This design comes from an exercise in tuning for small area, a short achievable clock period and few clock cycles per item on the open sky130 flow, not from production work. Only simulation tests tie the RTL to the original design; equivalence was not proved.

JK:
Design disk_chs_lba_translate, start of the top module:
module disk_chs_lba_translate (
  input  logic        clk_i,
  input  logic        rst_ni,
  input  logic        in_valid_i,
  output logic        in_ready_o,
  input  logic        in_func_i,
  input  logic [15:0] in_cylinder_i,
  input  logic [7:0]  in_head_i,
  input  logic [7:0]  in_sector_i,
  input  logic [31:0] in_block_i,
  input  logic        in_wide_i,
  output logic        out_valid_o,
  input  logic        out_ready_i,
  output logic [31:0] out_block_o,
  output logic [15:0] out_cylinder_o,
  output logic [7:0]  out_head_o,
  output logic [7:0]  out_sector_o,
  output logic        out_addr_valid_o,
  input  logic        cfg_valid_i,
  output logic        cfg_ready_o,
  input  logic [7:0]  cfg_index_i,
  input  logic [15:0] cfg_value_i
);
  logic [11:0] cyl_cnt_q;
  logic [7:0]  head_cnt_q;
  logic [7:0]  sec_narrow_q;
  logic [7:0]  sec_wide_q;
  logic [15:0] sh_narrow_q;    
  logic [15:0] sh_wide_q;      
  logic [9:0]  s3_narrow_q;    
  logic [9:0]  s3_wide_q;      
  logic        sh_busy_q;
  logic [2:0]  sh_bit_q;
  assign cfg_ready_o = 1'b1;
  always_ff @(posedge clk_i or negedge rst_ni) begin
    if (!rst_ni) begin
      cyl_cnt_q    <= 12'd815;
      head_cnt_q   <= 8'd19;
  ...
Size in the first run: roughly 6900 cells after synthesis, roughly 690 flip-flops, about 56000 µm² of cells after synthesis.
clock: 9.0 ns
lec_check: 0
abc_area: 1
cap_margin: 20
core_margin: 2
core_utilization: 40
setup_slack_margin: 5
slew_margin: 20
run.sh (not shown) runs the stock make flow with config.mk's settings and CLKGATE_MAP_FILE= SYNTH_SCRIPT=/design/flow/synth_recipe.tcl, a recipe that flattens the netlist after the stock synthesis.
JK reached the end of the flow, and the finished layout is clean on the timing, design-rule and antenna checks.
Testbench counts of JK, summed over its fixed seeds: cycles 12,182, items 12,000.
Input-level comparison between MS and JK:
diff --git a/flow/config.mk b/flow/config.mk
--- a/flow/config.mk
+++ b/flow/config.mk
@@ -11 +11 @@
-export CORE_UTILIZATION = 40
+export CORE_UTILIZATION = 60
Notes after the runs:
MS vs. JK: final setup slack of the worst path up 0.010 ns, clock-pin slew on the worst setup and hold paths about even, final design instance area without fill decreased by about 1.1% relative to the old numbers, total wirelength of the detailed-routed design closely matched the old numbers. As far as final global-route overflow total goes, MS and JK are indistinguishable; the numbers are identical. MS vs JK, startpoint of the most critical setup path: sh_narrow_q[14]$_DFFE_PN0P_ vs skid_full_q$_DFF_PN0_. MS against JK: via count moved up, pre-CTS worst setup slack now sits higher. On post-route fraction of the period consumed by the critical path, JK and MS are basically level. Diff JK -> MS: smallest hold slack rose by 0.0096 ns, number of nets with antenna violations after routing was more or less identical.
Edits applied to the flow inputs when going from MS to AL:
diff --git a/flow/config.mk b/flow/config.mk
--- a/flow/config.mk
+++ b/flow/config.mk
@@ -8 +7,0 @@
-export ABC_AREA = 1
[summary]
MS reached the end of the flow, and the finished layout is clean on the timing, design-rule and antenna checks. No stage failed in AL, and the final checks on the layout all came back clean. Re register-to-register slack: MS and AL aren't equal, and the higher value belongs to MS. Compared AL vs MS, and area share of xor/xnor cells in the synthesized design is up in AL. The count of buffers added by post-CTS timing repair for setup reported for AL is greater than that of MS by 53. Setup slack: AL less than MS. Relative to MS, met3 global-route usage has increased by 0.71 points in AL. Measured against each other, MS and AL differ in largest fanout on the critical path, the higher figure coming from MS. Via count of the first global-routing pass in AL vs MS: down 10%. Synthesized netlist cell count of AL falls short of that of MS by more than 10%. AL: global-route wire length before repair lower than MS.
The following lists how TR was set up differently from AL:
diff --git a/flow/config.mk b/flow/config.mk
--- a/flow/config.mk
+++ b/flow/config.mk
@@ -7,0 +8 @@
+export ABC_AREA = 1
@@ -10 +11,2 @@
-export CORE_UTILIZATION = 60
+export CORE_UTILIZATION = 40
+export GPL_ROUTABILITY_DRIVEN = 0
[summary]
Largest clock skew in the final design: TR better than AL. TR: no failed stages, no open violations at the end. Final cell count was lower in the run labelled AL. Against AL, TR comes in 87 lower on number of non-clock buffers. The via count in TR is 1.13 times that in AL.

---

## raven
disk_chs_lba_translate again, from the RTL that the note above started with.
clock: 9.0 ns
lec_check: 0
abc_area: 1
cap_margin: 20
core_margin: 2
core_utilization: 40
place_density: 0.75
setup_slack_margin: 5
slew_margin: 20
raven: flow completed, timing, DRC and antenna clean
Testbench counts of raven, summed over its fixed seeds: cycles 12,182, items 12,000.
### raven -> amber
# raven
export LEC_CHECK = 0
export ABC_AREA = 1
export CAP_MARGIN = 20
export CORE_MARGIN = 2
export CORE_UTILIZATION = 40
export PLACE_DENSITY = 0.75
export SETUP_SLACK_MARGIN = 5
export SLEW_MARGIN = 20
create_clock -name core_clock -period 9.0 [get_ports {clk_i}]
# amber
export LEC_CHECK = 0
export ABC_AREA = 1
export CAP_MARGIN = 10
export CORE_MARGIN = 2
export CORE_UTILIZATION = 40
export SETUP_SLACK_MARGIN = 5
export SLEW_MARGIN = 10
create_clock -name core_clock -period 9.0 [get_ports {clk_i}]
[summary]
Between amber and raven, the difference in fraction of final layout cells sized beyond drive strength 1 is negligible.
amber: all stages complete, timing, DRC and antenna checks passed
Changes observed in amber relative to raven: clock skew rose by 0.017 ns; cell area after layout barely changed.
Changes in zinc relative to amber:
# amber
export LEC_CHECK = 0
export ABC_AREA = 1
export CAP_MARGIN = 10
export CORE_MARGIN = 2
export CORE_UTILIZATION = 40
export SETUP_SLACK_MARGIN = 5
export SLEW_MARGIN = 10
create_clock -name core_clock -period 9.0 [get_ports {clk_i}]
# zinc
export LEC_CHECK = 0
export ABC_AREA = 1
export CAP_MARGIN = 20
export CORE_MARGIN = 2
export CORE_UTILIZATION = 40
export CTS_CLUSTER_DIAMETER = 60
export CTS_CLUSTER_SIZE = 30
export SETUP_SLACK_MARGIN = 5
export SLEW_MARGIN = 20
create_clock -name core_clock -period 9.0 [get_ports {clk_i}]
Any difference in share of cells above drive strength 1 between zinc and amber is small enough to ignore.
Between zinc and amber, the first-pass GRT wire length does not differ in any meaningful way.
amber ended up with flip-flop to output pin as its type of the worst setup path; zinc ended up with flip-flop to flip-flop.
Comparing zinc with amber, the worst setup slack came out essentially unchanged.
All-layer global routing usage across amber and zinc: no real change.
Summary — final hold slack, zinc relative to amber: higher, by 0.0092 ns.
> inputs changed (zinc -> indigo)
# zinc
export LEC_CHECK = 0
export ABC_AREA = 1
export CAP_MARGIN = 20
export CORE_MARGIN = 2
export CORE_UTILIZATION = 40
export CTS_CLUSTER_DIAMETER = 60
export CTS_CLUSTER_SIZE = 30
export SETUP_SLACK_MARGIN = 5
export SLEW_MARGIN = 20
create_clock -name core_clock -period 9.0 [get_ports {clk_i}]
# indigo
export LEC_CHECK = 0
export CAP_MARGIN = 20
export CORE_MARGIN = 2
export CORE_UTILIZATION = 40
export SETUP_SLACK_MARGIN = 5
export SLEW_MARGIN = 20
create_clock -name core_clock -period 9.0 [get_ports {clk_i}]
--- outcome ---
The flow did not stop early for indigo: all stages ran, and the layout cleared the timing, design-rule and antenna checks. sky130_fd_sc_hd__o21ai_0 as the slowest cell on the critical path was reported by zinc, and sky130_fd_sc_hd__fa_1 by indigo. In indigo, post-synthesis xor/xnor area fraction is higher than in zinc. Compared indigo vs zinc, and data arrival time of the worst path is up in indigo. Of zinc and indigo, the run reporting the higher die area was zinc. Relative to zinc, area of all placed cells without fillers has increased by 580 um^2 in indigo. indigo vs. zinc: number of non-clock inverters shrank by about 34%.

==> static timing again, ports no longer ideal <==
Ports are ideal in the flow. The routed layouts listed here were re-timed in OpenROAD. Step 1: set_driving_cell puts a clkbuf_16 on clk_i and a buf_2 on each other input, an assumption about the parent block. Step 2 times the ports against the registers' clock, not the clock port: input delays grow and output delays shrink by t, the midpoint of the rising clock arrivals with the driver on. Slacks: no drivers / after step 1 / after step 2; pairs: no drivers / after step 1.
run | shift t [ns] | slack for setup (ns) | cell pins on the clock port's net
JK | 0.774 | 5.101 / 5.024 / 4.488 | 1
MS | 0.744 | 5.111 / 5.111 / 4.593 | 1
AL | 0.734 | 5.051 / 5.037 / 4.393 | 1
TR | 0.770 | 5.129 / 5.062 / 4.440 | 1
raven | 0.749 | 5.114 / 5.037 / 4.470 | 1
amber | 0.762 | 5.108 / 5.033 / 4.492 | 1
zinc | 0.751 | 5.105 / 5.031 / 4.432 | 1
indigo | 0.750 | 5.004 / 5.004 / 4.432 | 1
After both steps every run listed still meets setup and hold. The setup slack of TR, which loses most, moves by -0.067 ns with the drivers and by -0.689 ns with both steps.
